What follows belongs to an exercise in optimizing a design on an open flow for small area, a short achievable clock period and few clock cycles per item; a production flow would make more cautious choices.
Function was checked by simulation only, so behaviour that the tests miss may differ from the original.

## flow/design.v (module list and top-level ports; edited modules follow where they fit)
// module idct_fa: 10 lines
// module idct_ha: 9 lines
// module idct_core: 901 lines
// module idct_flow_ctrl: 83 lines
// module idct8_top: 64 lines
module idct8_top #(
        parameter int ROUND_SHIFT = 7
) (
        input  logic                    clk,
        input  logic                    reset,
        input  logic                    in_req,
        input  idct_pkg::coef_vec_t     coef,
        input  logic                    out_ack,
        output logic                    in_ack,
        output logic                    out_req,
        output idct_pkg::sample_vec_t   samples
);
  // ...
==> flow/flow/run.sh <==
#!/bin/bash
# The standard layout (standard.sh, unchanged synthesis), with plain buf_1 cells as the
# input and output port buffers instead of the default clkdlybuf4s50_1
set -euo pipefail
bash standard.sh "BUFFER_PORTS_ARGS=-buffer_cell sky130_fd_sc_hd__buf_1" finish > standard.log 2>&1
==> flow/standard.sh <==
#!/bin/bash
# synth_recipe.tcl (not shown) runs the flow's synth.tcl, then flattens the netlist and writes it again
# the make line also repeats each setting of config.mk as NAME=value (left out here)
make -C /OpenROAD-flow-scripts/flow DESIGN_CONFIG=/design/flow/config.mk WORK_HOME=/design/flow/orfs CLKGATE_MAP_FILE= SYNTH_SCRIPT=/design/flow/synth_recipe.tcl "${@:-finish}"
==> flow/config.mk <==
export PLATFORM = sky130hd
export DESIGN_NAME = idct8_top
export DESIGN_NICKNAME = idct8_top
export VERILOG_FILES = /design/flow/design.v
export SDC_FILE = /design/flow/constraint.sdc
export NUM_CORES = 4
export LEC_CHECK = 0
export CAP_MARGIN = 20
export CORE_MARGIN = 2
export CORE_UTILIZATION = 40
export SETUP_SLACK_MARGIN = 5
export SLEW_MARGIN = 20
export SYNTH_HIERARCHICAL = 1
export SYNTH_MINIMUM_KEEP_SIZE = 0
==> flow/constraint.sdc <==
create_clock -name core_clock -period 9.0 [get_ports {clk}]
set_input_delay 1.8000 -clock core_clock [delete_from_list [all_inputs] [get_ports {clk}]]
set_output_delay 1.8000 -clock core_clock [all_outputs]
set_load 0.01 [all_outputs]
==> impl_metrics.tcl, run 1 <==
set metrics [dict create \
    crit_arrival_ns 4.18 \
    setup_slack_ns 5.19 \
    rsz0062_at_grt "no" \
    grt_pass1_wl_um 72300 \
    multi_input_cells 790 \
    rows 84 \
    cp_num_buf_inv 2 \
    hpwl_um 38500 \
    period_minus_slack_ns 3.81 \
    finalWirelength_um 47700 \
    rr_endpoint "samples[124]$_DFFE_PP_" \
    synth_seq_area_share 0.475 \
    clockBufferCount 62 \
    h-tree-depth 2 \
    vias 11058 \
    ys_top_cells_by_area "fa_1, dfxtp_1, edfxtp_1" \
    largest_reg_flops 144 \
    worst_hold_slack_ns 0.400 \
    fmax_mhz 263 \
    synth_compound_area_frac 0.0350 \
    dieArea_um2 55000 \
    run_status "no timing/DRC/antenna violations" \
    crit_start "idct_core_inst.o_q0[5]$_DFF_P_" \
    mostFrequentLayoutCell "fa_1" \
    utilization 0.469 \
    slew_viol_final 0 \
    clk_share 0.0632 \
    ys_ff_latch 422 \
    async_flop_share 0.0213 \
    antenna_found_initial 0 \
    drive_above_1_share 0.102 \
]
Testbench counts, summed over its fixed seeds: cycles 9,624, items 2,400.
==> module idct_flow_ctrl, before the edit <==
module idct_flow_ctrl (
        input  logic                  clk,
        input  logic                  reset,
        input  logic                  in_req,
        input  idct_pkg::coef_vec_t   coef,
        input  logic                  out_ack,
        output logic                  in_ack,
        output logic                  out_req,
        output idct_pkg::coef_vec_t   coef_q,
        output logic [1:0]            k_nx,
        output logic                  wr_01,
        output logic                  wr_2,
        output logic                  wr_3
);
        localparam int CW = idct_pkg::COEF_W;
        logic [2:0] k;
        logic busy;
        logic have;
        logic wrote_01;
        logic wrote_2;
        logic hold_q;
        logic wa_q;
        logic wb_q;
        logic capture;
        logic in_ack_nx;
        logic busy_nx;
        logic have_nx;
        logic out_req_nx;
        logic first_nx;
        assign wr_01   = wa_q || (wb_q && out_ack);
        assign wr_2    = wrote_01;
        assign wr_3    = wrote_2;
        assign capture = in_req && !hold_q;
        assign in_ack_nx  = capture || (in_ack && in_req);
        assign busy_nx    = capture || (busy && !wr_2);
        assign have_nx    = wr_3 || (have && !(out_req && out_ack));
        assign out_req_nx = out_req ? !out_ack : ((have || wr_3) && !out_ack);
        assign k_nx       = capture ? 2'd0 : k[1:0] + 2'd1;
        assign first_nx   = busy_nx && !wr_01 && !wrote_01 && ((capture ? 3'd0 : k + 3'd1) == 3'd2);
        always_ff @(posedge clk or posedge reset) begin
                if (reset) begin
                        in_ack   <= 1'b0;
                        busy     <= 1'b0;
                        have     <= 1'b0;
                        out_req  <= 1'b0;
                        wrote_01 <= 1'b0;
                        wrote_2  <= 1'b0;
                        hold_q   <= 1'b0;
                        wa_q     <= 1'b0;
                        wb_q     <= 1'b0;
                end else begin
                        in_ack   <= in_ack_nx;
                        busy     <= busy_nx;
                        have     <= have_nx;
                        out_req  <= out_req_nx;
                        wrote_01 <= wr_01;
                        wrote_2  <= wr_2;
                        hold_q   <= in_ack_nx || (busy_nx && !wr_01);
                        wa_q     <= first_nx && !have_nx;
                        wb_q     <= first_nx && have_nx && out_req_nx;
                end
        end
        always_ff @(posedge clk) begin
                if (capture) begin
                        k <= 3'd0;
                end else begin
                        k <= k + 3'd1;
                end
        end
        always_ff @(posedge clk) begin
                if (!hold_q) begin
                        coef_q <= coef;
                end else begin
                        coef_q[CW*2 +: CW] <=  coef_q[CW*6 +: CW];
                        coef_q[CW*4 +: CW] <= ~coef_q[CW*4 +: CW];
                        coef_q[CW*6 +: CW] <= ~coef_q[CW*2 +: CW];
                        coef_q[CW*1 +: CW] <= ~coef_q[CW*3 +: CW];
                        coef_q[CW*3 +: CW] <=  coef_q[CW*7 +: CW];
                        coef_q[CW*5 +: CW] <=  coef_q[CW*1 +: CW];
                        coef_q[CW*7 +: CW] <=  coef_q[CW*5 +: CW];
                end
        end
endmodule
==> run 2, diff against run 1 <==
--- a/flow/design.v
+++ b/flow/design.v
@@ -63,5 +63,9 @@
         end
         logic [24:0] e_q0, e_q1;
-        logic [24:0] o_q0, o_q1;
+        logic [24:0] o_q0, o_q1, o_q2;
+        logic [17:0] yp_qa, yp_qb;
+        logic yp_qc;
+        logic [17:0] ym_qa, ym_qb;
+        logic ym_qc;
         wire e_s1, e_c2;
         idct_fa u_e_s1 (.a(kc_q[5]), .b(coef_q[0]), .ci(coef_q[38]), .s(e_s1), .co(e_c2));
@@ -606,240 +610,248 @@
         wire o_s541, o_c542;
         idct_fa u_o_s541 (.a(coef_q[31]), .b(coef_q[63]), .ci(~o_c498), .s(o_s541), .co(o_c542));
-        wire o_s543, o_c544;
-        idct_ha u_o_s543 (.a(kc_q[7]), .b(coef_q[16]), .s(o_s543), .co(o_c544));
-        wire o_s545, o_c546;
-        idct_fa u_o_s545 (.a(coef_q[112]), .b(o_s501), .ci(o_s423), .s(o_s545), .co(o_c546));
-        wire o_s547, o_c548;
-        idct_fa u_o_s547 (.a(o_c502), .b(o_s425), .ci(o_s503), .s(o_s547), .co(o_c548));
-        wire o_s549, o_c550;
-        idct_fa u_o_s549 (.a(o_s431), .b(o_c504), .ci(o_s505), .s(o_s549), .co(o_c550));
-        wire o_s551, o_c552;
-        idct_fa u_o_s551 (.a(o_c506), .b(o_s435), .ci(o_s507), .s(o_s551), .co(o_c552));
-        wire o_s553, o_c554;
-        idct_fa u_o_s553 (.a(o_c508), .b(o_s439), .ci(o_s509), .s(o_s553), .co(o_c554));
-        wire o_s555, o_c556;
-        idct_fa u_o_s555 (.a(o_c510), .b(o_s443), .ci(o_s511), .s(o_s555), .co(o_c556));
-        wire o_s557, o_c558;
-        idct_fa u_o_s557 (.a(o_s447), .b(o_c512), .ci(o_s513), .s(o_s557), .co(o_c558));
-        wire o_s559, o_c560;
-        idct_fa u_o_s559 (.a(o_c514), .b(o_s515), .ci(o_s451), .s(o_s559), .co(o_c560));
-        wire o_s561, o_c562;
-        idct_fa u_o_s561 (.a(o_c516), .b(o_s455), .ci(o_s517), .s(o_s561), .co(o_c562));
-        wire o_s563, o_c564;
-        idct_fa u_o_s563 (.a(o_s459), .b(o_c518), .ci(o_s519), .s(o_s563), .co(o_c564));
-        wire o_s565, o_c566;
-        idct_fa u_o_s565 (.a(o_s463), .b(o_c520), .ci(o_s521), .s(o_s565), .co(o_c566));
-        wire o_s567, o_c568;
-        idct_fa u_o_s567 (.a(o_s467), .b(o_c522), .ci(o_s523), .s(o_s567), .co(o_c568));
-        wire o_s569, o_c570;
-        idct_fa u_o_s569 (.a(o_s471), .b(o_c524), .ci(o_s525), .s(o_s569), .co(o_c570));
-        wire o_s571, o_c572;
-        idct_fa u_o_s571 (.a(o_s475), .b(o_c526), .ci(o_s527), .s(o_s571), .co(o_c572));
-        wire o_s573, o_c574;
-        idct_fa u_o_s573 (.a(o_s479), .b(o_c528), .ci(o_s529), .s(o_s573), .co(o_c574));
-        wire o_s575, o_c576;
-        idct_fa u_o_s575 (.a(o_s483), .b(o_c530), .ci(o_s531), .s(o_s575), .co(o_c576));
-        wire o_s577, o_c578;
-        idct_fa u_o_s577 (.a(o_s487), .b(o_c532), .ci(o_s533), .s(o_s577), .co(o_c578));
-        wire o_s579, o_c580;
-        idct_fa u_o_s579 (.a(o_c488), .b(o_s535), .ci(o_c534), .s(o_s579), .co(o_c580));
-        wire o_s581, o_c582;
-        idct_fa u_o_s581 (.a(o_s495), .b(o_c536), .ci(o_s537), .s(o_s581), .co(o_c582));
-        wire o_s583, o_c584;
-        idct_fa u_o_s583 (.a(o_c496), .b(o_s539), .ci(o_c538), .s(o_s583), .co(o_c584));
-        wire o_s585, o_c586;
-        idct_fa u_o_s585 (.a(~o_s541), .b(o_c500), .ci(o_c540), .s(o_s585), .co(o_c586));
+        wire o2_s543, o2_c544;
+        idct_ha u_o2_s543 (.a(o_q0[0]), .b(o_q1[0]), .s(o2_s543), .co(o2_c544));
+        wire o2_s545, o2_c546;
+        idct_fa u_o2_s545 (.a(o_q0[1]), .b(o_q1[1]), .ci(o_q2[1]), .s(o2_s545), .co(o2_c546));
+        wire o2_s547, o2_c548;
+        idct_fa u_o2_s547 (.a(o_q0[2]), .b(o_q1[2]), .ci(o_q2[2]), .s(o2_s547), .co(o2_c548));
+        wire o2_s549, o2_c550;
+        idct_fa u_o2_s549 (.a(o_q0[3]), .b(o_q1[3]), .ci(o_q2[3]), .s(o2_s549), .co(o2_c550));
+        wire o2_s551, o2_c552;
+        idct_fa u_o2_s551 (.a(o_q0[4]), .b(o_q1[4]), .ci(o_q2[4]), .s(o2_s551), .co(o2_c552));
+        wire o2_s553, o2_c554;
+        idct_fa u_o2_s553 (.a(o_q0[5]), .b(o_q1[5]), .ci(o_q2[5]), .s(o2_s553), .co(o2_c554));
+        wire o2_s555, o2_c556;
+        idct_fa u_o2_s555 (.a(o_q0[6]), .b(o_q1[6]), .ci(o_q2[6]), .s(o2_s555), .co(o2_c556));
+        wire o2_s557, o2_c558;
+        idct_fa u_o2_s557 (.a(o_q0[7]), .b(o_q1[7]), .ci(o_q2[7]), .s(o2_s557), .co(o2_c558));
+        wire o2_s559, o2_c560;
+        idct_fa u_o2_s559 (.a(o_q0[8]), .b(o_q1[8]), .ci(o_q2[8]), .s(o2_s559), .co(o2_c560));
+        wire o2_s561, o2_c562;
+        idct_fa u_o2_s561 (.a(o_q0[9]), .b(o_q1[9]), .ci(o_q2[9]), .s(o2_s561), .co(o2_c562));
+        wire o2_s563, o2_c564;
+        idct_fa u_o2_s563 (.a(o_q0[10]), .b(o_q1[10]), .ci(o_q2[10]), .s(o2_s563), .co(o2_c564));
+        wire o2_s565, o2_c566;
+        idct_fa u_o2_s565 (.a(o_q0[11]), .b(o_q1[11]), .ci(o_q2[11]), .s(o2_s565), .co(o2_c566));
+        wire o2_s567, o2_c568;
+        idct_fa u_o2_s567 (.a(o_q0[12]), .b(o_q1[12]), .ci(o_q2[12]), .s(o2_s567), .co(o2_c568));
+        wire o2_s569, o2_c570;
+        idct_fa u_o2_s569 (.a(o_q0[13]), .b(o_q1[13]), .ci(o_q2[13]), .s(o2_s569), .co(o2_c570));
+        wire o2_s571, o2_c572;
+        idct_fa u_o2_s571 (.a(o_q0[14]), .b(o_q1[14]), .ci(o_q2[14]), .s(o2_s571), .co(o2_c572));
+        wire o2_s573, o2_c574;
+        idct_fa u_o2_s573 (.a(o_q0[15]), .b(o_q1[15]), .ci(o_q2[15]), .s(o2_s573), .co(o2_c574));
+        wire o2_s575, o2_c576;
+        idct_fa u_o2_s575 (.a(o_q0[16]), .b(o_q1[16]), .ci(o_q2[16]), .s(o2_s575), .co(o2_c576));
+        wire o2_s577, o2_c578;
+        idct_fa u_o2_s577 (.a(o_q0[17]), .b(o_q1[17]), .ci(o_q2[17]), .s(o2_s577), .co(o2_c578));
+        wire o2_s579, o2_c580;
+        idct_fa u_o2_s579 (.a(o_q0[18]), .b(o_q1[18]), .ci(o_q2[18]), .s(o2_s579), .co(o2_c580));
+        wire o2_s581, o2_c582;
+        idct_fa u_o2_s581 (.a(o_q0[19]), .b(o_q1[19]), .ci(o_q2[19]), .s(o2_s581), .co(o2_c582));
+        wire o2_s583, o2_c584;
+        idct_fa u_o2_s583 (.a(o_q0[20]), .b(o_q1[20]), .ci(o_q2[20]), .s(o2_s583), .co(o2_c584));
+        wire o2_s585, o2_c586;
+        idct_fa u_o2_s585 (.a(~o_q0[21]), .b(o_q1[21]), .ci(o_q2[21]), .s(o2_s585), .co(o2_c586));
         wire yp_s587, yp_c588;
         idct_ha u_yp_s587 (.a(e_q0[0]), .b(e_q1[0]), .s(yp_s587), .co(yp_c588));
         wire yp_s589, yp_c590;
-        idct_fa u_yp_s589 (.a(e_q0[1]), .b(e_q1[1]), .ci(o_q0[1]), .s(yp_s589), .co(yp_c590));
+        idct_fa u_yp_s589 (.a(e_q0[1]), .b(e_q1[1]), .ci(o2_c544), .s(yp_s589), .co(yp_c590));
         wire yp_s591, yp_c592;
-        idct_fa u_yp_s591 (.a(e_q0[2]), .b(e_q1[2]), .ci(o_q0[2]), .s(yp_s591), .co(yp_c592));
+        idct_fa u_yp_s591 (.a(e_q0[2]), .b(e_q1[2]), .ci(o2_c546), .s(yp_s591), .co(yp_c592));
         wire yp_s593, yp_c594;
-        idct_fa u_yp_s593 (.a(e_q0[3]), .b(e_q1[3]), .ci(o_q0[3]), .s(yp_s593), .co(yp_c594));
+        idct_fa u_yp_s593 (.a(e_q0[3]), .b(e_q1[3]), .ci(o2_c548), .s(yp_s593), .co(yp_c594));
         wire yp_s595, yp_c596;
-        idct_fa u_yp_s595 (.a(e_q0[4]), .b(e_q1[4]), .ci(o_q0[4]), .s(yp_s595), .co(yp_c596));
+        idct_fa u_yp_s595 (.a(e_q0[4]), .b(e_q1[4]), .ci(o2_c550), .s(yp_s595), .co(yp_c596));
         wire yp_s597, yp_c598;
-        idct_fa u_yp_s597 (.a(e_q0[5]), .b(e_q1[5]), .ci(o_q0[5]), .s(yp_s597), .co(yp_c598));
+        idct_fa u_yp_s597 (.a(e_q0[5]), .b(e_q1[5]), .ci(o2_c552), .s(yp_s597), .co(yp_c598));
         wire yp_s599, yp_c600;
-        idct_fa u_yp_s599 (.a(e_q0[6]), .b(e_q1[6]), .ci(o_q0[6]), .s(yp_s599), .co(yp_c600));
+        idct_fa u_yp_s599 (.a(e_q0[6]), .b(e_q1[6]), .ci(o2_c554), .s(yp_s599), .co(yp_c600));
         wire yp_s601, yp_c602;
-        idct_fa u_yp_s601 (.a(e_q0[7]), .b(e_q1[7]), .ci(o_q0[7]), .s(yp_s601), .co(yp_c602));
+        idct_fa u_yp_s601 (.a(e_q0[7]), .b(e_q1[7]), .ci(o2_c556), .s(yp_s601), .co(yp_c602));
         wire yp_s603, yp_c604;
-        idct_fa u_yp_s603 (.a(e_q0[8]), .b(e_q1[8]), .ci(o_q0[8]), .s(yp_s603), .co(yp_c604));
+        idct_fa u_yp_s603 (.a(e_q0[8]), .b(e_q1[8]), .ci(o2_c558), .s(yp_s603), .co(yp_c604));
         wire yp_s605, yp_c606;
-        idct_fa u_yp_s605 (.a(e_q0[9]), .b(e_q1[9]), .ci(o_q0[9]), .s(yp_s605), .co(yp_c606));
+        idct_fa u_yp_s605 (.a(e_q0[9]), .b(e_q1[9]), .ci(o2_c560), .s(yp_s605), .co(yp_c606));
         wire yp_s607, yp_c608;
-        idct_fa u_yp_s607 (.a(e_q0[10]), .b(e_q1[10]), .ci(o_q0[10]), .s(yp_s607), .co(yp_c608));
+        idct_fa u_yp_s607 (.a(e_q0[10]), .b(e_q1[10]), .ci(o2_c562), .s(yp_s607), .co(yp_c608));
         wire yp_s609, yp_c610;
-        idct_fa u_yp_s609 (.a(e_q0[11]), .b(e_q1[11]), .ci(o_q0[11]), .s(yp_s609), .co(yp_c610));
+        idct_fa u_yp_s609 (.a(e_q0[11]), .b(e_q1[11]), .ci(o2_c564), .s(yp_s609), .co(yp_c610));
         wire yp_s611, yp_c612;
-        idct_fa u_yp_s611 (.a(e_q0[12]), .b(e_q1[12]), .ci(o_q0[12]), .s(yp_s611), .co(yp_c612));
+        idct_fa u_yp_s611 (.a(e_q0[12]), .b(e_q1[12]), .ci(o2_c566), .s(yp_s611), .co(yp_c612));
         wire yp_s613, yp_c614;
-        idct_fa u_yp_s613 (.a(e_q0[13]), .b(e_q1[13]), .ci(o_q0[13]), .s(yp_s613), .co(yp_c614));
+        idct_fa u_yp_s613 (.a(e_q0[13]), .b(e_q1[13]), .ci(o2_c568), .s(yp_s613), .co(yp_c614));
         wire yp_s615, yp_c616;
-        idct_fa u_yp_s615 (.a(e_q0[14]), .b(e_q1[14]), .ci(o_q0[14]), .s(yp_s615), .co(yp_c616));
+        idct_fa u_yp_s615 (.a(e_q0[14]), .b(e_q1[14]), .ci(o2_c570), .s(yp_s615), .co(yp_c616));
         wire yp_s617, yp_c618;
-        idct_fa u_yp_s617 (.a(e_q0[15]), .b(e_q1[15]), .ci(o_q0[15]), .s(yp_s617), .co(yp_c618));
+        idct_fa u_yp_s617 (.a(e_q0[15]), .b(e_q1[15]), .ci(o2_c572), .s(yp_s617), .co(yp_c618));
         wire yp_s619, yp_c620;
-        idct_fa u_yp_s619 (.a(e_q0[16]), .b(e_q1[16]), .ci(o_q0[16]), .s(yp_s619), .co(yp_c620));
+        idct_fa u_yp_s619 (.a(e_q0[16]), .b(e_q1[16]), .ci(o2_c574), .s(yp_s619), .co(yp_c620));
         wire yp_s621, yp_c622;
-        idct_fa u_yp_s621 (.a(e_q0[17]), .b(e_q1[17]), .ci(o_q0[17]), .s(yp_s621), .co(yp_c622));
+        idct_fa u_yp_s621 (.a(e_q0[17]), .b(e_q1[17]), .ci(o2_c576), .s(yp_s621), .co(yp_c622));
         wire yp_s623, yp_c624;
-        idct_fa u_yp_s623 (.a(e_q0[18]), .b(e_q1[18]), .ci(o_q0[18]), .s(yp_s623), .co(yp_c624));
+        idct_fa u_yp_s623 (.a(e_q0[18]), .b(e_q1[18]), .ci(o2_c578), .s(yp_s623), .co(yp_c624));
         wire yp_s625, yp_c626;
-        idct_fa u_yp_s625 (.a(e_q0[19]), .b(e_q1[19]), .ci(o_q0[19]), .s(yp_s625), .co(yp_c626));
+        idct_fa u_yp_s625 (.a(e_q0[19]), .b(e_q1[19]), .ci(o2_c580), .s(yp_s625), .co(yp_c626));
         wire yp_s627, yp_c628;
-        idct_fa u_yp_s627 (.a(e_q0[20]), .b(e_q1[20]), .ci(o_q0[20]), .s(yp_s627), .co(yp_c628));
+        idct_fa u_yp_s627 (.a(e_q0[20]), .b(e_q1[20]), .ci(o2_c582), .s(yp_s627), .co(yp_c628));
         wire yp_s629, yp_c630;
-        idct_fa u_yp_s629 (.a(e_q0[21]), .b(e_q1[21]), .ci(o_q0[21]), .s(yp_s629), .co(yp_c630));
+        idct_fa u_yp_s629 (.a(e_q0[21]), .b(e_q1[21]), .ci(o2_c584), .s(yp_s629), .co(yp_c630));
         wire yp_s631, yp_c632;
         idct_fa u_yp_s631 (.a(e_q0[22]), .b(~e_q1[22]), .ci(o_q0[22]), .s(yp_s631), .co(yp_c632));
         wire yp_s633, yp_c634;
-        idct_ha u_yp_s633 (.a(o_q0[0]), .b(o_q1[0]), .s(yp_s633), .co(yp_c634));
+        idct_ha u_yp_s633 (.a(o_q2[0]), .b(yp_s587), .s(yp_s633), .co(yp_c634));
         wire yp_s635, yp_c636;
-        idct_fa u_yp_s635 (.a(o_q1[1]), .b(yp_c588), .ci(yp_s589), .s(yp_s635), .co(yp_c636));
+        idct_fa u_yp_s635 (.a(yp_c588), .b(o2_s545), .ci(yp_s589), .s(yp_s635), .co(yp_c636));
         wire yp_s637, yp_c638;
-        idct_fa u_yp_s637 (.a(o_q1[2]), .b(yp_c590), .ci(yp_s591), .s(yp_s637), .co(yp_c638));
+        idct_fa u_yp_s637 (.a(o2_s547), .b(yp_c590), .ci(yp_s591), .s(yp_s637), .co(yp_c638));
         wire yp_s639, yp_c640;
-        idct_fa u_yp_s639 (.a(o_q1[3]), .b(yp_c592), .ci(yp_s593), .s(yp_s639), .co(yp_c640));
+        idct_fa u_yp_s639 (.a(o2_s549), .b(yp_c592), .ci(yp_s593), .s(yp_s639), .co(yp_c640));
         wire yp_s641, yp_c642;
-        idct_fa u_yp_s641 (.a(o_q1[4]), .b(yp_c594), .ci(yp_s595), .s(yp_s641), .co(yp_c642));
+        idct_fa u_yp_s641 (.a(o2_s551), .b(yp_c594), .ci(yp_s595), .s(yp_s641), .co(yp_c642));
         wire yp_s643, yp_c644;
-        idct_fa u_yp_s643 (.a(o_q1[5]), .b(yp_c596), .ci(yp_s597), .s(yp_s643), .co(yp_c644));
+        idct_fa u_yp_s643 (.a(o2_s553), .b(yp_c596), .ci(yp_s597), .s(yp_s643), .co(yp_c644));
         wire yp_s645, yp_c646;
-        idct_fa u_yp_s645 (.a(o_q1[6]), .b(yp_c598), .ci(yp_s599), .s(yp_s645), .co(yp_c646));
+        idct_fa u_yp_s645 (.a(o2_s555), .b(yp_c598), .ci(yp_s599), .s(yp_s645), .co(yp_c646));
         wire yp_s647, yp_c648;
-        idct_fa u_yp_s647 (.a(o_q1[7]), .b(yp_c600), .ci(yp_s601), .s(yp_s647), .co(yp_c648));
+        idct_fa u_yp_s647 (.a(o2_s557), .b(yp_c600), .ci(yp_s601), .s(yp_s647), .co(yp_c648));
         wire yp_s649, yp_c650;
-        idct_fa u_yp_s649 (.a(o_q1[8]), .b(yp_c602), .ci(yp_s603), .s(yp_s649), .co(yp_c650));
+        idct_fa u_yp_s649 (.a(o2_s559), .b(yp_c602), .ci(yp_s603), .s(yp_s649), .co(yp_c650));
         wire yp_s651, yp_c652;
-        idct_fa u_yp_s651 (.a(o_q1[9]), .b(yp_c604), .ci(yp_s605), .s(yp_s651), .co(yp_c652));
+        idct_fa u_yp_s651 (.a(o2_s561), .b(yp_c604), .ci(yp_s605), .s(yp_s651), .co(yp_c652));
         wire yp_s653, yp_c654;
-        idct_fa u_yp_s653 (.a(o_q1[10]), .b(yp_c606), .ci(yp_s607), .s(yp_s653), .co(yp_c654));
+        idct_fa u_yp_s653 (.a(o2_s563), .b(yp_c606), .ci(yp_s607), .s(yp_s653), .co(yp_c654));
         wire yp_s655, yp_c656;
-        idct_fa u_yp_s655 (.a(o_q1[11]), .b(yp_c608), .ci(yp_s609), .s(yp_s655), .co(yp_c656));
+        idct_fa u_yp_s655 (.a(o2_s565), .b(yp_c608), .ci(yp_s609), .s(yp_s655), .co(yp_c656));
         wire yp_s657, yp_c658;
-        idct_fa u_yp_s657 (.a(o_q1[12]), .b(yp_c610), .ci(yp_s611), .s(yp_s657), .co(yp_c658));
+        idct_fa u_yp_s657 (.a(o2_s567), .b(yp_c610), .ci(yp_s611), .s(yp_s657), .co(yp_c658));
         wire yp_s659, yp_c660;
-        idct_fa u_yp_s659 (.a(o_q1[13]), .b(yp_c612), .ci(yp_s613), .s(yp_s659), .co(yp_c660));
+        idct_fa u_yp_s659 (.a(o2_s569), .b(yp_c612), .ci(yp_s613), .s(yp_s659), .co(yp_c660));
         wire yp_s661, yp_c662;
-        idct_fa u_yp_s661 (.a(o_q1[14]), .b(yp_c614), .ci(yp_s615), .s(yp_s661), .co(yp_c662));
+        idct_fa u_yp_s661 (.a(o2_s571), .b(yp_c614), .ci(yp_s615), .s(yp_s661), .co(yp_c662));
         wire yp_s663, yp_c664;
-        idct_fa u_yp_s663 (.a(o_q1[15]), .b(yp_c616), .ci(yp_s617), .s(yp_s663), .co(yp_c664));
+        idct_fa u_yp_s663 (.a(o2_s573), .b(yp_c616), .ci(yp_s617), .s(yp_s663), .co(yp_c664));
         wire yp_s665, yp_c666;
-        idct_fa u_yp_s665 (.a(o_q1[16]), .b(yp_c618), .ci(yp_s619), .s(yp_s665), .co(yp_c666));
+        idct_fa u_yp_s665 (.a(o2_s575), .b(yp_c618), .ci(yp_s619), .s(yp_s665), .co(yp_c666));
         wire yp_s667, yp_c668;
-        idct_fa u_yp_s667 (.a(o_q1[17]), .b(yp_c620), .ci(yp_s621), .s(yp_s667), .co(yp_c668));
+        idct_fa u_yp_s667 (.a(o2_s577), .b(yp_c620), .ci(yp_s621), .s(yp_s667), .co(yp_c668));
         wire yp_s669, yp_c670;
-        idct_fa u_yp_s669 (.a(o_q1[18]), .b(yp_c622), .ci(yp_s623), .s(yp_s669), .co(yp_c670));
+        idct_fa u_yp_s669 (.a(o2_s579), .b(yp_c622), .ci(yp_s623), .s(yp_s669), .co(yp_c670));
         wire yp_s671, yp_c672;
-        idct_fa u_yp_s671 (.a(o_q1[19]), .b(yp_c624), .ci(yp_s625), .s(yp_s671), .co(yp_c672));
+        idct_fa u_yp_s671 (.a(o2_s581), .b(yp_c624), .ci(yp_s625), .s(yp_s671), .co(yp_c672));
         wire yp_s673, yp_c674;
-        idct_fa u_yp_s673 (.a(o_q1[20]), .b(yp_c626), .ci(yp_s627), .s(yp_s673), .co(yp_c674));
+        idct_fa u_yp_s673 (.a(o2_s583), .b(yp_c626), .ci(yp_s627), .s(yp_s673), .co(yp_c674));
         wire yp_s675, yp_c676;
-        idct_fa u_yp_s675 (.a(o_q1[21]), .b(yp_c628), .ci(yp_s629), .s(yp_s675), .co(yp_c676));
+        idct_fa u_yp_s675 (.a(o2_s585), .b(yp_c628), .ci(yp_s629), .s(yp_s675), .co(yp_c676));
         wire yp_s677, yp_c678;
-        idct_fa u_yp_s677 (.a(o_q1[22]), .b(yp_c630), .ci(~yp_s631), .s(yp_s677), .co(yp_c678));
-        wire [24:0] yp_a679, yp_b680, yp_r681;
-        assign yp_a679 = {~1'b0, ~yp_c632, yp_c676, yp_c674, yp_c672, yp_c670, yp_c668, yp_c666, yp_c664, yp_c662, yp_c660, yp_c658, yp_c656, yp_c654, yp_c652, yp_c650, yp_c648, yp_c646, yp_c644, yp_c642, yp_c640, yp_c638, yp_c636, yp_c634, yp_s633};
-        assign yp_b680 = {1'b0, yp_c678, yp_s677, yp_s675, yp_s673, yp_s671, yp_s669, yp_s667, yp_s665, yp_s663, yp_s661, yp_s659, yp_s657, yp_s655, yp_s653, yp_s651, yp_s649, yp_s647, yp_s645, yp_s643, yp_s641, yp_s639, yp_s637, yp_s635, yp_s587};
-        assign yp_r681 = yp_a679 + yp_b680;
-        wire ym_s682, ym_c683;
-        idct_ha u_ym_s682 (.a(e_q0[0]), .b(e_q1[0]), .s(ym_s682), .co(ym_c683));
-        wire ym_s684, ym_c685;
-        idct_fa u_ym_s684 (.a(e_q0[1]), .b(e_q1[1]), .ci(~o_q0[1]), .s(ym_s684), .co(ym_c685));
-        wire ym_s686, ym_c687;
-        idct_fa u_ym_s686 (.a(e_q0[2]), .b(e_q1[2]), .ci(~o_q0[2]), .s(ym_s686), .co(ym_c687));
-        wire ym_s688, ym_c689;
-        idct_fa u_ym_s688 (.a(e_q0[3]), .b(e_q1[3]), .ci(~o_q0[3]), .s(ym_s688), .co(ym_c689));
-        wire ym_s690, ym_c691;
-        idct_fa u_ym_s690 (.a(e_q0[4]), .b(e_q1[4]), .ci(~o_q0[4]), .s(ym_s690), .co(ym_c691));
-        wire ym_s692, ym_c693;
-        idct_fa u_ym_s692 (.a(e_q0[5]), .b(e_q1[5]), .ci(~o_q0[5]), .s(ym_s692), .co(ym_c693));
-        wire ym_s694, ym_c695;
-        idct_fa u_ym_s694 (.a(e_q0[6]), .b(e_q1[6]), .ci(~o_q0[6]), .s(ym_s694), .co(ym_c695));
-        wire ym_s696, ym_c697;
-        idct_fa u_ym_s696 (.a(e_q0[7]), .b(e_q1[7]), .ci(~o_q0[7]), .s(ym_s696), .co(ym_c697));
-        wire ym_s698, ym_c699;
-        idct_fa u_ym_s698 (.a(e_q0[8]), .b(e_q1[8]), .ci(~o_q0[8]), .s(ym_s698), .co(ym_c699));
-        wire ym_s700, ym_c701;
-        idct_fa u_ym_s700 (.a(e_q0[9]), .b(e_q1[9]), .ci(~o_q0[9]), .s(ym_s700), .co(ym_c701));
-        wire ym_s702, ym_c703;
-        idct_fa u_ym_s702 (.a(e_q0[10]), .b(e_q1[10]), .ci(~o_q0[10]), .s(ym_s702), .co(ym_c703));
-        wire ym_s704, ym_c705;
-        idct_fa u_ym_s704 (.a(e_q0[11]), .b(e_q1[11]), .ci(~o_q0[11]), .s(ym_s704), .co(ym_c705));
-        wire ym_s706, ym_c707;
-        idct_fa u_ym_s706 (.a(e_q0[12]), .b(e_q1[12]), .ci(~o_q0[12]), .s(ym_s706), .co(ym_c707));
-        wire ym_s708, ym_c709;
-        idct_fa u_ym_s708 (.a(e_q0[13]), .b(e_q1[13]), .ci(~o_q0[13]), .s(ym_s708), .co(ym_c709));
-        wire ym_s710, ym_c711;
-        idct_fa u_ym_s710 (.a(e_q0[14]), .b(e_q1[14]), .ci(~o_q0[14]), .s(ym_s710), .co(ym_c711));
-        wire ym_s712, ym_c713;
-        idct_fa u_ym_s712 (.a(e_q0[15]), .b(e_q1[15]), .ci(~o_q0[15]), .s(ym_s712), .co(ym_c713));
-        wire ym_s714, ym_c715;
-        idct_fa u_ym_s714 (.a(e_q0[16]), .b(e_q1[16]), .ci(~o_q0[16]), .s(ym_s714), .co(ym_c715));
-        wire ym_s716, ym_c717;
-        idct_fa u_ym_s716 (.a(e_q0[17]), .b(e_q1[17]), .ci(~o_q0[17]), .s(ym_s716), .co(ym_c717));
-        wire ym_s718, ym_c719;
-        idct_fa u_ym_s718 (.a(e_q0[18]), .b(e_q1[18]), .ci(~o_q0[18]), .s(ym_s718), .co(ym_c719));
-        wire ym_s720, ym_c721;
-        idct_fa u_ym_s720 (.a(e_q0[19]), .b(e_q1[19]), .ci(~o_q0[19]), .s(ym_s720), .co(ym_c721));
-        wire ym_s722, ym_c723;
-        idct_fa u_ym_s722 (.a(e_q0[20]), .b(e_q1[20]), .ci(~o_q0[20]), .s(ym_s722), .co(ym_c723));
-        wire ym_s724, ym_c725;
-        idct_fa u_ym_s724 (.a(e_q0[21]), .b(e_q1[21]), .ci(~o_q0[21]), .s(ym_s724), .co(ym_c725));
-        wire ym_s726, ym_c727;
-        idct_fa u_ym_s726 (.a(~e_q0[22]), .b(e_q1[22]), .ci(o_q0[22]), .s(ym_s726), .co(ym_c727));
-        wire ym_s728, ym_c729;
-        idct_ha u_ym_s728 (.a(~o_q0[0]), .b(~o_q1[0]), .s(ym_s728), .co(ym_c729));
-        wire ym_s730, ym_c731;
-        idct_fa u_ym_s730 (.a(~o_q1[1]), .b(ym_c683), .ci(ym_s684), .s(ym_s730), .co(ym_c731));
-        wire ym_s732, ym_c733;
-        idct_fa u_ym_s732 (.a(~o_q1[2]), .b(ym_c685), .ci(ym_s686), .s(ym_s732), .co(ym_c733));
-        wire ym_s734, ym_c735;
-        idct_fa u_ym_s734 (.a(~o_q1[3]), .b(ym_c687), .ci(ym_s688), .s(ym_s734), .co(ym_c735));
-        wire ym_s736, ym_c737;
-        idct_fa u_ym_s736 (.a(~o_q1[4]), .b(ym_c689), .ci(ym_s690), .s(ym_s736), .co(ym_c737));
-        wire ym_s738, ym_c739;
-        idct_fa u_ym_s738 (.a(~o_q1[5]), .b(ym_c691), .ci(ym_s692), .s(ym_s738), .co(ym_c739));
-        wire ym_s740, ym_c741;
-        idct_fa u_ym_s740 (.a(~o_q1[6]), .b(ym_c693), .ci(ym_s694), .s(ym_s740), .co(ym_c741));
-        wire ym_s742, ym_c743;
-        idct_fa u_ym_s742 (.a(~o_q1[7]), .b(ym_c695), .ci(ym_s696), .s(ym_s742), .co(ym_c743));
-        wire ym_s744, ym_c745;
-        idct_fa u_ym_s744 (.a(~o_q1[8]), .b(ym_c697), .ci(ym_s698), .s(ym_s744), .co(ym_c745));
-        wire ym_s746, ym_c747;
-        idct_fa u_ym_s746 (.a(~o_q1[9]), .b(ym_c699), .ci(ym_s700), .s(ym_s746), .co(ym_c747));
-        wire ym_s748, ym_c749;
-        idct_fa u_ym_s748 (.a(~o_q1[10]), .b(ym_c701), .ci(ym_s702), .s(ym_s748), .co(ym_c749));
-        wire ym_s750, ym_c751;
-        idct_fa u_ym_s750 (.a(~o_q1[11]), .b(ym_c703), .ci(ym_s704), .s(ym_s750), .co(ym_c751));
-        wire ym_s752, ym_c753;
-        idct_fa u_ym_s752 (.a(~o_q1[12]), .b(ym_c705), .ci(ym_s706), .s(ym_s752), .co(ym_c753));
-        wire ym_s754, ym_c755;
-        idct_fa u_ym_s754 (.a(~o_q1[13]), .b(ym_c707), .ci(ym_s708), .s(ym_s754), .co(ym_c755));
-        wire ym_s756, ym_c757;
-        idct_fa u_ym_s756 (.a(~o_q1[14]), .b(ym_c709), .ci(ym_s710), .s(ym_s756), .co(ym_c757));
-        wire ym_s758, ym_c759;
-        idct_fa u_ym_s758 (.a(~o_q1[15]), .b(ym_c711), .ci(ym_s712), .s(ym_s758), .co(ym_c759));
-        wire ym_s760, ym_c761;
-        idct_fa u_ym_s760 (.a(~o_q1[16]), .b(ym_c713), .ci(ym_s714), .s(ym_s760), .co(ym_c761));
-        wire ym_s762, ym_c763;
-        idct_fa u_ym_s762 (.a(~o_q1[17]), .b(ym_c715), .ci(ym_s716), .s(ym_s762), .co(ym_c763));
-        wire ym_s764, ym_c765;
-        idct_fa u_ym_s764 (.a(~o_q1[18]), .b(ym_c717), .ci(ym_s718), .s(ym_s764), .co(ym_c765));
-        wire ym_s766, ym_c767;
-        idct_fa u_ym_s766 (.a(~o_q1[19]), .b(ym_c719), .ci(ym_s720), .s(ym_s766), .co(ym_c767));
-        wire ym_s768, ym_c769;
-        idct_fa u_ym_s768 (.a(~o_q1[20]), .b(ym_c721), .ci(ym_s722), .s(ym_s768), .co(ym_c769));
-        wire ym_s770, ym_c771;
-        idct_fa u_ym_s770 (.a(~o_q1[21]), .b(ym_c723), .ci(ym_s724), .s(ym_s770), .co(ym_c771));
-        wire ym_s772, ym_c773;
-        idct_fa u_ym_s772 (.a(~o_q1[22]), .b(ym_c725), .ci(ym_s726), .s(ym_s772), .co(ym_c773));
-        wire [24:0] ym_a774, ym_b775, ym_r776;
-        assign ym_a774 = {~1'b0, ym_c727, ym_c771, ym_c769, ym_c767, ym_c765, ym_c763, ym_c761, ym_c759, ym_c757, ym_c755, ym_c753, ym_c751, ym_c749, ym_c747, ym_c745, ym_c743, ym_c741, ym_c739, ym_c737, ym_c735, ym_c733, ym_c731, ym_c729, ym_s728};
-        assign ym_b775 = {1'b0, ym_c773, ym_s772, ym_s770, ym_s768, ym_s766, ym_s764, ym_s762, ym_s760, ym_s758, ym_s756, ym_s754, ym_s752, ym_s750, ym_s748, ym_s746, ym_s744, ym_s742, ym_s740, ym_s738, ym_s736, ym_s734, ym_s732, ym_s730, ym_s682};
-        assign ym_r776 = ym_a774 + ym_b775;
+        idct_fa u_yp_s677 (.a(o2_c586), .b(~yp_s631), .ci(yp_c630), .s(yp_s677), .co(yp_c678));
+        wire [24:0] yp_a679, yp_b680;
+        wire yp_cy681;
+        wire [6:0] yp_cy681_lo;
+        assign yp_a679 = {~1'b0, ~yp_c632, yp_c676, yp_c674, yp_c672, yp_c670, yp_c668, yp_c666, yp_c664, yp_c662, yp_c660, yp_c658, yp_c656, yp_c654, yp_c652, yp_c650, yp_c648, yp_c646, yp_c644, yp_c642, yp_c640, yp_c638, yp_c636, yp_c634, o2_s543};
+        assign yp_b680 = {1'b0, yp_c678, yp_s677, yp_s675, yp_s673, yp_s671, yp_s669, yp_s667, yp_s665, yp_s663, yp_s661, yp_s659, yp_s657, yp_s655, yp_s653, yp_s651, yp_s649, yp_s647, yp_s645, yp_s643, yp_s641, yp_s639, yp_s637, yp_s635, yp_s633};
+        assign {yp_cy681, yp_cy681_lo} = yp_a679[6:0] + yp_b680[6:0];
+        wire [18:0] yp_r682;
+        assign yp_r682 = {yp_qa, yp_qc} + {yp_qb, yp_qc};
+        wire ym_s683, ym_c684;
+        idct_ha u_ym_s683 (.a(e_q0[0]), .b(e_q1[0]), .s(ym_s683), .co(ym_c684));
+        wire ym_s685, ym_c686;
+        idct_fa u_ym_s685 (.a(e_q0[1]), .b(e_q1[1]), .ci(~o2_c544), .s(ym_s685), .co(ym_c686));
+        wire ym_s687, ym_c688;
+        idct_fa u_ym_s687 (.a(e_q0[2]), .b(e_q1[2]), .ci(~o2_c546), .s(ym_s687), .co(ym_c688));
+        wire ym_s689, ym_c690;
+        idct_fa u_ym_s689 (.a(e_q0[3]), .b(e_q1[3]), .ci(~o2_c548), .s(ym_s689), .co(ym_c690));
+        wire ym_s691, ym_c692;
+        idct_fa u_ym_s691 (.a(e_q0[4]), .b(e_q1[4]), .ci(~o2_c550), .s(ym_s691), .co(ym_c692));
+        wire ym_s693, ym_c694;
+        idct_fa u_ym_s693 (.a(e_q0[5]), .b(e_q1[5]), .ci(~o2_c552), .s(ym_s693), .co(ym_c694));
+        wire ym_s695, ym_c696;
+        idct_fa u_ym_s695 (.a(e_q0[6]), .b(e_q1[6]), .ci(~o2_c554), .s(ym_s695), .co(ym_c696));
+        wire ym_s697, ym_c698;
+        idct_fa u_ym_s697 (.a(e_q0[7]), .b(e_q1[7]), .ci(~o2_c556), .s(ym_s697), .co(ym_c698));
+        wire ym_s699, ym_c700;
+        idct_fa u_ym_s699 (.a(e_q0[8]), .b(e_q1[8]), .ci(~o2_c558), .s(ym_s699), .co(ym_c700));
+        wire ym_s701, ym_c702;
+        idct_fa u_ym_s701 (.a(e_q0[9]), .b(e_q1[9]), .ci(~o2_c560), .s(ym_s701), .co(ym_c702));
+        wire ym_s703, ym_c704;
+        idct_fa u_ym_s703 (.a(e_q0[10]), .b(e_q1[10]), .ci(~o2_c562), .s(ym_s703), .co(ym_c704));
+        wire ym_s705, ym_c706;
+        idct_fa u_ym_s705 (.a(e_q0[11]), .b(e_q1[11]), .ci(~o2_c564), .s(ym_s705), .co(ym_c706));
+        wire ym_s707, ym_c708;
+        idct_fa u_ym_s707 (.a(e_q0[12]), .b(e_q1[12]), .ci(~o2_c566), .s(ym_s707), .co(ym_c708));
+        wire ym_s709, ym_c710;
+        idct_fa u_ym_s709 (.a(e_q0[13]), .b(e_q1[13]), .ci(~o2_c568), .s(ym_s709), .co(ym_c710));
+        wire ym_s711, ym_c712;
+        idct_fa u_ym_s711 (.a(e_q0[14]), .b(e_q1[14]), .ci(~o2_c570), .s(ym_s711), .co(ym_c712));
+        wire ym_s713, ym_c714;
+        idct_fa u_ym_s713 (.a(e_q0[15]), .b(e_q1[15]), .ci(~o2_c572), .s(ym_s713), .co(ym_c714));
+        wire ym_s715, ym_c716;
+        idct_fa u_ym_s715 (.a(e_q0[16]), .b(e_q1[16]), .ci(~o2_c574), .s(ym_s715), .co(ym_c716));
+        wire ym_s717, ym_c718;
+        idct_fa u_ym_s717 (.a(e_q0[17]), .b(e_q1[17]), .ci(~o2_c576), .s(ym_s717), .co(ym_c718));
+        wire ym_s719, ym_c720;
+        idct_fa u_ym_s719 (.a(e_q0[18]), .b(e_q1[18]), .ci(~o2_c578), .s(ym_s719), .co(ym_c720));
+        wire ym_s721, ym_c722;
+        idct_fa u_ym_s721 (.a(e_q0[19]), .b(e_q1[19]), .ci(~o2_c580), .s(ym_s721), .co(ym_c722));
+        wire ym_s723, ym_c724;
+        idct_fa u_ym_s723 (.a(e_q0[20]), .b(e_q1[20]), .ci(~o2_c582), .s(ym_s723), .co(ym_c724));
+        wire ym_s725, ym_c726;
+        idct_fa u_ym_s725 (.a(e_q0[21]), .b(e_q1[21]), .ci(~o2_c584), .s(ym_s725), .co(ym_c726));
+        wire ym_s727, ym_c728;
+        idct_fa u_ym_s727 (.a(~e_q0[22]), .b(e_q1[22]), .ci(o_q0[22]), .s(ym_s727), .co(ym_c728));
+        wire ym_s729, ym_c730;
+        idct_ha u_ym_s729 (.a(~o_q2[0]), .b(ym_s683), .s(ym_s729), .co(ym_c730));
+        wire ym_s731, ym_c732;
+        idct_fa u_ym_s731 (.a(ym_c684), .b(~o2_s545), .ci(ym_s685), .s(ym_s731), .co(ym_c732));
+        wire ym_s733, ym_c734;
+        idct_fa u_ym_s733 (.a(~o2_s547), .b(ym_c686), .ci(ym_s687), .s(ym_s733), .co(ym_c734));
+        wire ym_s735, ym_c736;
+        idct_fa u_ym_s735 (.a(~o2_s549), .b(ym_c688), .ci(ym_s689), .s(ym_s735), .co(ym_c736));
+        wire ym_s737, ym_c738;
+        idct_fa u_ym_s737 (.a(~o2_s551), .b(ym_c690), .ci(ym_s691), .s(ym_s737), .co(ym_c738));
+        wire ym_s739, ym_c740;
+        idct_fa u_ym_s739 (.a(~o2_s553), .b(ym_c692), .ci(ym_s693), .s(ym_s739), .co(ym_c740));
+        wire ym_s741, ym_c742;
+        idct_fa u_ym_s741 (.a(~o2_s555), .b(ym_c694), .ci(ym_s695), .s(ym_s741), .co(ym_c742));
+        wire ym_s743, ym_c744;
+        idct_fa u_ym_s743 (.a(~o2_s557), .b(ym_c696), .ci(ym_s697), .s(ym_s743), .co(ym_c744));
+        wire ym_s745, ym_c746;
+        idct_fa u_ym_s745 (.a(~o2_s559), .b(ym_c698), .ci(ym_s699), .s(ym_s745), .co(ym_c746));
+        wire ym_s747, ym_c748;
+        idct_fa u_ym_s747 (.a(~o2_s561), .b(ym_c700), .ci(ym_s701), .s(ym_s747), .co(ym_c748));
+        wire ym_s749, ym_c750;
+        idct_fa u_ym_s749 (.a(~o2_s563), .b(ym_c702), .ci(ym_s703), .s(ym_s749), .co(ym_c750));
+        wire ym_s751, ym_c752;
+        idct_fa u_ym_s751 (.a(~o2_s565), .b(ym_c704), .ci(ym_s705), .s(ym_s751), .co(ym_c752));
+        wire ym_s753, ym_c754;
+        idct_fa u_ym_s753 (.a(~o2_s567), .b(ym_c706), .ci(ym_s707), .s(ym_s753), .co(ym_c754));
+        wire ym_s755, ym_c756;
+        idct_fa u_ym_s755 (.a(~o2_s569), .b(ym_c708), .ci(ym_s709), .s(ym_s755), .co(ym_c756));
+        wire ym_s757, ym_c758;
+        idct_fa u_ym_s757 (.a(~o2_s571), .b(ym_c710), .ci(ym_s711), .s(ym_s757), .co(ym_c758));
+        wire ym_s759, ym_c760;
+        idct_fa u_ym_s759 (.a(~o2_s573), .b(ym_c712), .ci(ym_s713), .s(ym_s759), .co(ym_c760));
+        wire ym_s761, ym_c762;
+        idct_fa u_ym_s761 (.a(~o2_s575), .b(ym_c714), .ci(ym_s715), .s(ym_s761), .co(ym_c762));
+        wire ym_s763, ym_c764;
+        idct_fa u_ym_s763 (.a(~o2_s577), .b(ym_c716), .ci(ym_s717), .s(ym_s763), .co(ym_c764));
+        wire ym_s765, ym_c766;
+        idct_fa u_ym_s765 (.a(~o2_s579), .b(ym_c718), .ci(ym_s719), .s(ym_s765), .co(ym_c766));
+        wire ym_s767, ym_c768;
+        idct_fa u_ym_s767 (.a(~o2_s581), .b(ym_c720), .ci(ym_s721), .s(ym_s767), .co(ym_c768));
+        wire ym_s769, ym_c770;
+        idct_fa u_ym_s769 (.a(~o2_s583), .b(ym_c722), .ci(ym_s723), .s(ym_s769), .co(ym_c770));
+        wire ym_s771, ym_c772;
+        idct_fa u_ym_s771 (.a(~o2_s585), .b(ym_c724), .ci(ym_s725), .s(ym_s771), .co(ym_c772));
+        wire ym_s773, ym_c774;
+        idct_fa u_ym_s773 (.a(~o2_c586), .b(ym_s727), .ci(ym_c726), .s(ym_s773), .co(ym_c774));
+        wire [24:0] ym_a775, ym_b776;
+        wire ym_cy777;
+        wire [6:0] ym_cy777_lo;
+        assign ym_a775 = {~1'b0, ym_c728, ym_c772, ym_c770, ym_c768, ym_c766, ym_c764, ym_c762, ym_c760, ym_c758, ym_c756, ym_c754, ym_c752, ym_c750, ym_c748, ym_c746, ym_c744, ym_c742, ym_c740, ym_c738, ym_c736, ym_c734, ym_c732, ym_c730, ~o2_s543};
+        assign ym_b776 = {1'b0, ym_c774, ym_s773, ym_s771, ym_s769, ym_s767, ym_s765, ym_s763, ym_s761, ym_s759, ym_s757, ym_s755, ym_s753, ym_s751, ym_s749, ym_s747, ym_s745, ym_s743, ym_s741, ym_s739, ym_s737, ym_s735, ym_s733, ym_s731, ym_s729};
+        assign {ym_cy777, ym_cy777_lo} = ym_a775[6:0] + ym_b776[6:0];
+        wire [18:0] ym_r778;
+        assign ym_r778 = {ym_qa, ym_qc} + {ym_qb, ym_qc};
         always_ff @(posedge clk) begin
                 e_q0[0] <= kc_q[0];
@@ -889,53 +901,148 @@
                 e_q1[21] <= e_c206;
                 e_q1[22] <= e_c208;
-                o_q0[0] <= coef_q[48];
-                o_q0[1] <= o_c544;
-                o_q0[2] <= o_c546;
-                o_q0[3] <= o_c548;
-                o_q0[4] <= o_c550;
-                o_q0[5] <= o_c552;
-                o_q0[6] <= o_c554;
-                o_q0[7] <= o_c556;
-                o_q0[8] <= o_c558;
-                o_q0[9] <= o_c560;
-                o_q0[10] <= o_c562;
-                o_q0[11] <= o_c564;
-                o_q0[12] <= o_c566;
-                o_q0[13] <= o_c568;
-                o_q0[14] <= o_c570;
-                o_q0[15] <= o_c572;
-                o_q0[16] <= o_c574;
-                o_q0[17] <= o_c576;
-                o_q0[18] <= o_c578;
-                o_q0[19] <= o_s581;
-                o_q0[20] <= o_c582;
-                o_q0[21] <= o_s585;
+                o_q0[0] <= kc_q[7];
+                o_q0[1] <= coef_q[112];
+                o_q0[2] <= o_c502;
+                o_q0[3] <= o_s431;
+                o_q0[4] <= o_c506;
+                o_q0[5] <= o_c508;
+                o_q0[6] <= o_c510;
+                o_q0[7] <= o_s447;
+                o_q0[8] <= o_c514;
+                o_q0[9] <= o_c516;
+                o_q0[10] <= o_s459;
+                o_q0[11] <= o_s463;
+                o_q0[12] <= o_s467;
+                o_q0[13] <= o_s471;
+                o_q0[14] <= o_s475;
+                o_q0[15] <= o_s479;
+                o_q0[16] <= o_s483;
+                o_q0[17] <= o_s487;
+                o_q0[18] <= o_c488;
+                o_q0[19] <= o_s495;
+                o_q0[20] <= o_c496;
+                o_q0[21] <= o_s541;
                 o_q0[22] <= o_c542;
-                o_q1[0] <= o_s543;
-                o_q1[1] <= o_s545;
-                o_q1[2] <= o_s547;
-                o_q1[3] <= o_s549;
-                o_q1[4] <= o_s551;
-                o_q1[5] <= o_s553;
-                o_q1[6] <= o_s555;
-                o_q1[7] <= o_s557;
-                o_q1[8] <= o_s559;
-                o_q1[9] <= o_s561;
-                o_q1[10] <= o_s563;
-                o_q1[11] <= o_s565;
-                o_q1[12] <= o_s567;
-                o_q1[13] <= o_s569;
-                o_q1[14] <= o_s571;
-                o_q1[15] <= o_s573;
-                o_q1[16] <= o_s575;
-                o_q1[17] <= o_s577;
-                o_q1[18] <= o_s579;
-                o_q1[19] <= o_c580;
-                o_q1[20] <= o_s583;
-                o_q1[21] <= o_c584;
-                o_q1[22] <= o_c586;
+                o_q1[0] <= coef_q[16];
+                o_q1[1] <= o_s501;
+                o_q1[2] <= o_s425;
+                o_q1[3] <= o_c504;
+                o_q1[4] <= o_s435;
+                o_q1[5] <= o_s439;
+                o_q1[6] <= o_s443;
+                o_q1[7] <= o_c512;
+                o_q1[8] <= o_s515;
+                o_q1[9] <= o_s455;
+                o_q1[10] <= o_c518;
+                o_q1[11] <= o_c520;
+                o_q1[12] <= o_c522;
+                o_q1[13] <= o_c524;
+                o_q1[14] <= o_c526;
+                o_q1[15] <= o_c528;
+                o_q1[16] <= o_c530;
+                o_q1[17] <= o_c532;
+                o_q1[18] <= o_s535;
+                o_q1[19] <= o_c536;
+                o_q1[20] <= o_s539;
+                o_q1[21] <= o_c500;
+                o_q2[0] <= coef_q[48];
+                o_q2[1] <= o_s423;
+                o_q2[2] <= o_s503;
+                o_q2[3] <= o_s505;
+                o_q2[4] <= o_s507;
+                o_q2[5] <= o_s509;
+                o_q2[6] <= o_s511;
+                o_q2[7] <= o_s513;
+                o_q2[8] <= o_s451;
+                o_q2[9] <= o_s517;
+                o_q2[10] <= o_s519;
+                o_q2[11] <= o_s521;
+                o_q2[12] <= o_s523;
+                o_q2[13] <= o_s525;
+                o_q2[14] <= o_s527;
+                o_q2[15] <= o_s529;
+                o_q2[16] <= o_s531;
+                o_q2[17] <= o_s533;
+                o_q2[18] <= o_c534;
+                o_q2[19] <= o_s537;
+                o_q2[20] <= o_c538;
+                o_q2[21] <= o_c540;
+                yp_qa[0] <= yp_a679[7];
+                yp_qb[0] <= yp_b680[7];
+                yp_qa[1] <= yp_a679[8];
+                yp_qb[1] <= yp_b680[8];
+                yp_qa[2] <= yp_a679[9];
+                yp_qb[2] <= yp_b680[9];
+                yp_qa[3] <= yp_a679[10];
+                yp_qb[3] <= yp_b680[10];
+                yp_qa[4] <= yp_a679[11];
+                yp_qb[4] <= yp_b680[11];
+                yp_qa[5] <= yp_a679[12];
+                yp_qb[5] <= yp_b680[12];
+                yp_qa[6] <= yp_a679[13];
+                yp_qb[6] <= yp_b680[13];
+                yp_qa[7] <= yp_a679[14];
+                yp_qb[7] <= yp_b680[14];
+                yp_qa[8] <= yp_a679[15];
+                yp_qb[8] <= yp_b680[15];
+                yp_qa[9] <= yp_a679[16];
+                yp_qb[9] <= yp_b680[16];
+                yp_qa[10] <= yp_a679[17];
+                yp_qb[10] <= yp_b680[17];
+                yp_qa[11] <= yp_a679[18];
+                yp_qb[11] <= yp_b680[18];
+                yp_qa[12] <= yp_a679[19];
+                yp_qb[12] <= yp_b680[19];
+                yp_qa[13] <= yp_a679[20];
+                yp_qb[13] <= yp_b680[20];
+                yp_qa[14] <= yp_a679[21];
+                yp_qb[14] <= yp_b680[21];
+                yp_qa[15] <= yp_a679[22];
+                yp_qb[15] <= yp_b680[22];
+                yp_qa[16] <= yp_a679[23];
+                yp_qb[16] <= yp_b680[23];
+                yp_qa[17] <= yp_a679[24];
+                yp_qb[17] <= yp_b680[24];
+                yp_qc <= yp_cy681;
+                ym_qa[0] <= ym_a775[7];
+                ym_qb[0] <= ym_b776[7];
+                ym_qa[1] <= ym_a775[8];
+                ym_qb[1] <= ym_b776[8];
+                ym_qa[2] <= ym_a775[9];
+                ym_qb[2] <= ym_b776[9];
+                ym_qa[3] <= ym_a775[10];
+                ym_qb[3] <= ym_b776[10];
+                ym_qa[4] <= ym_a775[11];
+                ym_qb[4] <= ym_b776[11];
+                ym_qa[5] <= ym_a775[12];
+                ym_qb[5] <= ym_b776[12];
+                ym_qa[6] <= ym_a775[13];
+                ym_qb[6] <= ym_b776[13];
+                ym_qa[7] <= ym_a775[14];
+                ym_qb[7] <= ym_b776[14];
+                ym_qa[8] <= ym_a775[15];
+                ym_qb[8] <= ym_b776[15];
+                ym_qa[9] <= ym_a775[16];
+                ym_qb[9] <= ym_b776[16];
+                ym_qa[10] <= ym_a775[17];
+                ym_qb[10] <= ym_b776[17];
+                ym_qa[11] <= ym_a775[18];
+                ym_qb[11] <= ym_b776[18];
+                ym_qa[12] <= ym_a775[19];
+                ym_qb[12] <= ym_b776[19];
+                ym_qa[13] <= ym_a775[20];
+                ym_qb[13] <= ym_b776[20];
+                ym_qa[14] <= ym_a775[21];
+                ym_qb[14] <= ym_b776[21];
+                ym_qa[15] <= ym_a775[22];
+                ym_qb[15] <= ym_b776[22];
+                ym_qa[16] <= ym_a775[23];
+                ym_qb[16] <= ym_b776[23];
+                ym_qa[17] <= ym_a775[24];
+                ym_qb[17] <= ym_b776[24];
+                ym_qc <= ym_cy777;
         end
-        assign yp = yp_r681[24:7];
-        assign ym = ym_r776[24:7];
+        assign yp = yp_r682[18:1];
+        assign ym = ym_r778[18:1];
 endmodule
 `timescale 1ns/1ps
@@ -960,5 +1067,7 @@
         logic wrote_01;
         logic wrote_2;
-        logic hold_q;
+        logic ha_q;
+        logic hb_q;
+        logic hold;
         logic wa_q;
         logic wb_q;
@@ -972,11 +1081,12 @@
         assign wr_2    = wrote_01;
         assign wr_3    = wrote_2;
-        assign capture = in_req && !hold_q;
+        assign hold    = ha_q || (hb_q && !out_ack);
+        assign capture = in_req && !hold;
         assign in_ack_nx  = capture || (in_ack && in_req);
-        assign busy_nx    = capture || (busy && !wr_2);
+        assign busy_nx    = capture || (busy && !wr_01);
         assign have_nx    = wr_3 || (have && !(out_req && out_ack));
         assign out_req_nx = out_req ? !out_ack : ((have || wr_3) && !out_ack);
         assign k_nx       = capture ? 2'd0 : k[1:0] + 2'd1;
-        assign first_nx   = busy_nx && !wr_01 && !wrote_01 && ((capture ? 3'd0 : k + 3'd1) == 3'd2);
+        assign first_nx   = busy_nx && ((capture ? 3'd0 : k + 3'd1) == 3'd3);
         always_ff @(posedge clk or posedge reset) begin
                 if (reset) begin
@@ -987,5 +1097,6 @@
                         wrote_01 <= 1'b0;
                         wrote_2  <= 1'b0;
-                        hold_q   <= 1'b0;
+                        ha_q     <= 1'b0;
+                        hb_q     <= 1'b0;
                         wa_q     <= 1'b0;
                         wb_q     <= 1'b0;
@@ -997,5 +1108,7 @@
                         wrote_01 <= wr_01;
                         wrote_2  <= wr_2;
-                        hold_q   <= in_ack_nx || (busy_nx && !wr_01);
+                        ha_q     <= in_ack_nx || (busy_nx && !(first_nx && !have_nx) &&
+                                                  !(first_nx && have_nx && out_req_nx));
+                        hb_q     <= !in_ack_nx && busy_nx && first_nx && have_nx && out_req_nx;
                         wa_q     <= first_nx && !have_nx;
                         wb_q     <= first_nx && have_nx && out_req_nx;
@@ -1010,5 +1123,5 @@
         end
         always_ff @(posedge clk) begin
-                if (!hold_q) begin
+                if (!hold) begin
                         coef_q <= coef;
                 end else begin
==> flow/flow/run.sh (replaced) <==
#!/bin/bash
# The standard layout (standard.sh, unchanged synthesis), with plain buf_1 cells as the
# input and output port buffers, and timing repair aiming 6.0 ns of slack at the 9 ns constraint
set -euo pipefail
bash standard.sh "BUFFER_PORTS_ARGS=-buffer_cell sky130_fd_sc_hd__buf_1" SETUP_SLACK_MARGIN=6.0 finish > standard.log 2>&1
--- a/flow/config.mk
+++ b/flow/config.mk
@@ -8,5 +8,5 @@
 export CAP_MARGIN = 20
 export CORE_MARGIN = 2
-export CORE_UTILIZATION = 40
+export CORE_UTILIZATION = 60
 export SETUP_SLACK_MARGIN = 5
 export SLEW_MARGIN = 20
==> run 2 against run 1 <==
  * Still clean on timing, DRC and antenna
  * Sequential share of layout area up 3.6 points
  * Non-clock buffer count down 1
  * Worst hold slack got worse by 0.025 ns
  * Die area fell by 27%
  * Critical path depth is 7 lower
  * Design area increased by 8.8%
  * Synthesized cell count grew 11%
  * First-iteration DRC count down 12%
  * Critical path type is now in2reg
==> impl_metrics.tcl, run 2 <==
set metrics [dict create \
    avgSynthCellArea_um2 15.9 \
    finalCritPeriodShare 0.326 \
    antenna_found_initial 0 \
    crit_arrival_ns 3.39 \
    synth.distinct_cells 57 \
    rr_startpoint "idct_core_inst.kc_q[7]$_DFF_P_" \
    synth_top_cell_by_area "fa_1" \
    path_class "in2reg" \
    clkTransAtPathRegs_ns 0.06 \
    synth_top_family_by_area "adder cells" \
    start_util 0.605 \
    synth_compound_area_frac 0.0430 \
    rr_worst_depth 5 \
    period_minus_slack_ns 2.93 \
    synthMuxAreaShare 0.0310 \
    rrSetupSlack_ns 6.10 \
    fmax_mhz 341 \
    track_usage 0.238 \
    grt_pass1_wl_um 72300 \
    synth-edff-count 160 \
    antenna_cells 0 \
    hold_class "reg2reg" \
    ios 278 \
    cts_tree "done" \
    min_to "idct_core_inst.e_q0[0]$_DFF_P_" \
    layout_common_cells "fa_1, dfxtp_1, buf_1" \
    cts_buffer_depth 3 \
    remaining_drc_errors 0 \
    rows 72 \
    largest_reg_flops 144 \
    ys_top_cells_by_area "fa_1, dfxtp_1, edfxtp_1" \
    synth_top_area_frac 0.310 \
    cts_setup_buffers 0 \
    grt_pass1_vias 13049 \
    via_per_inst 5.17 \
    reg_top3 "samples x144, idct_flow_ctrl_inst.coef_q x128" \
    yosys.area_share.adder 0.353 \
    rsz0062_at_grt "no" \
    mostFrequentLayoutCell "fa_1" \
    final.setup.tns_ns 0 \
    min_from "idct_core_inst.kc_q[0]$_DFF_P_" \
    tritoncts.num_buffers 51 \
    async_flop_share 0.0195 \
    grt.overflow.total 0 \
    ff_latch_area_um2 11900 \
    h-tree-depth 2 \
    tightest_slew_ns 0.995 \
    cp-end-kind "flop" \
    nets 2343 \
    synthSimpleGateAreaFrac 0.0270 \
    synth_commonest_cells "fa_1, dfxtp_1, edfxtp_1" \
    die_x_um 201 \
    skew_ns 0.0159 \
    synth_xor_xnor_area_share 0.0113 \
    drive_above_1_share 0.105 \
    netlist_area_um2 23300 \
    start_kind "input port" \
    synthesis.nets 2032 \
    die_y_um 201 \
    setup_viol 0 \
    clock-sinks 514 \
    hold_viol_final 0 \
    slew_headroom 0.337 \
    syn_to_final_growth_pct 15.2 \
    drt_first_pass_iters 5 \
    root_buffer "clkbuf_16" \
    slew_viol_final 0 \
    hpwl_um 36400 \
    vias 12040 \
    rr_endpoint "idct_core_inst.o_q2[13]$_DFF_P_" \
    utilization 0.697 \
    avgRoutedWirePerCell_um 19.7 \
    portBuffers 277 \
    largest_register "samples" \
    path_max_fanout 79 \
    initialDrtViolationCount 526 \
    ys_ff_latch 514 \
    grt_max_degree 80 \
    finalWirelength_um 46000 \
    ys.flop_type "dfxtp_1" \
    holdPathStages 0 \
    synth.most_common_cell "fa_1" \
    ys_warn_count 9 \
    dieArea_um2 40400 \
    final_antenna_net_count 0 \
    run_status "no timing/DRC/antenna violations" \
    cp.required_ns 9.46 \
    syn_inst 1459 \
    multi_input_area_um2 10900 \
    fillCellCount 2710 \
    synth_seq_area_share 0.513 \
    gp_congestion 0.863 \
    drv_cap 0 \
    coreArea_um2 38500 \
    clock_latency_ns 0.58 \
]
==> run 2: changes by cell type in the layout (fill, tap and decap cells not counted), sizes merged, moves of 4 or more <==
cell    before  now
bufinv       2    6
a21o        11   15
dfxtp      253  344
nand2       64   74
o21ai       60   74
clkinv      16   10
clkbuf      62   74
a21oi       30   36
a221oi       0    4
==> run 2: how the worst max path moves through the flow <==
| stage | slack, ns | endpoint | startpoint | cells past startpoint |
|---|---|---|---|---|
| after floorplan | 5.61 | samples[0]$_DFFE_PP_ | out_ack | 2 |
| after global placement | 4.70 | idct_flow_ctrl_inst.coef_q[37]$_DFF_P_ | out_ack | 6 |
| after detailed placement | 4.63 | idct_flow_ctrl_inst.coef_q[33]$_DFF_P_ | out_ack | 6 |
| after CTS | 6.01 | idct_flow_ctrl_inst.coef_q[33]$_DFF_P_ | out_ack | 6 |
| after global routing | 6.00 | idct_core_inst.o_q2[11]$_DFF_P_ | idct_core_inst.kc_q[7]$_DFF_P_ | 5 |
| final | 6.07 | idct_flow_ctrl_inst.coef_q[33]$_DFF_P_ | out_ack | 6 |
==> run 2: layer usage <==
layer	vias to the layer above	GRT usage	routed length (µm)
met3	67	0.0427	2390
met4	0	0.0566	927
met1	6083	0.344	21200
met5	-	0	0
met2	364	0.382	21500
li1	5526	-	-
==> run 2: layout make-up <==
class / instances / share of cell area
timing repair buffer: 282 / 0.0421
clock buffer: 74 / 0.0585
tap: 518 / 0.0242
clock inverter: 20 / 0.00971
inverter: 89 / 0.0131
multi-input combinational: 832 / 0.407
sequential: 514 / 0.446
==> run 2: worst max-delay path, stage by stage <==
cell	delay [ns]
buf_2	0.25
inv_12	0.03
a21oi_4	0.19
buf_12	0.29
buf_12	0.33
mux2_2	0.39
==> run 2: cell families (layout without fill, tap and decap cells) <==
kind of cell	after synthesis	after routing
adders and majority gates	441	441
and+or+nand+nor	137	137
AOI/OAI and AO/OA	160	160
xor gates and xnor gates	30	30
buffers and inverters	113	465
DFF	514	514
muxes	64	64
==> run 2: timing repair <==
item / CTS / global route
gates cloned: 0 / 0
resized for setup: 6 / 4
hold buffers: 0 / 0
setup endpoints to repair: 151 / 19
==> run 2: modules after synthesis (local to each module, per instance) <==
module | times used | cells | area [µm²]
idct_core | 1 | 548 | 6250
idct8_top | 1 | 180 | 5040
idct_flow_ctrl | 1 | 346 | 4460
idct_fa | 358 | 1 | 20.0
idct_ha | 27 | 1 | 12.5
==> run 2: stage by stage <==
| step | worst slack [ns] | hold slack, ns | std cells | cell area, µm² |
|---|---|---|---|---|
| 6_report | 6.07 | 0.375 | 2329 | 26800 |
| 3_3_place_gp | 4.70 | 0.377 | 2234 | 24900 |
| 3_5_place_dp | 4.63 | 0.370 | 2234 | 24900 |
| 5_1_grt | 6.00 | 0.385 | 2329 | 26800 |
| 4_1_cts | 6.01 | 0.381 | 2328 | 26800 |
| 2_1_floorplan | 5.61 | 0.337 | 1459 | 23400 |
Testbench counts of run 2, summed over its fixed seeds: cycles 9,632, items 2,400.

[port drivers added, routing unchanged]
In the flow no input, the clock included, has a driving cell. The finished layouts below were timed again as built, in two steps.
Step 1 assumes that a clkbuf_16 drives the clock port and a buf_2 every other input.
Step 2 times the ports against the registers' clock, not the clock port: input delays grow and output delays shrink by t, the midpoint of the rising clock arrivals with the driver on.
Three values: no drivers, after step 1, after step 2; two values: the first two.
| run | shift t [ns] | slack for setup (ns) | worst setup path after step 2 | clock arrival spread, ns | worst data-port slew with drivers (ns) |
|---|---|---|---|---|---|
| run 1 | 0.626 | 5.193 / 5.193 / 5.193 | register to register | 0.030 / 0.030 | 0.08 |
| run 2 | 0.627 | 6.066 / 6.030 / 5.475 | input to register | 0.020 / 0.020 | 0.05 |
After both steps every run listed still meets setup and hold. The setup slack of run 2, which loses most, moves by -0.036 ns with the drivers and by -0.591 ns with both steps.
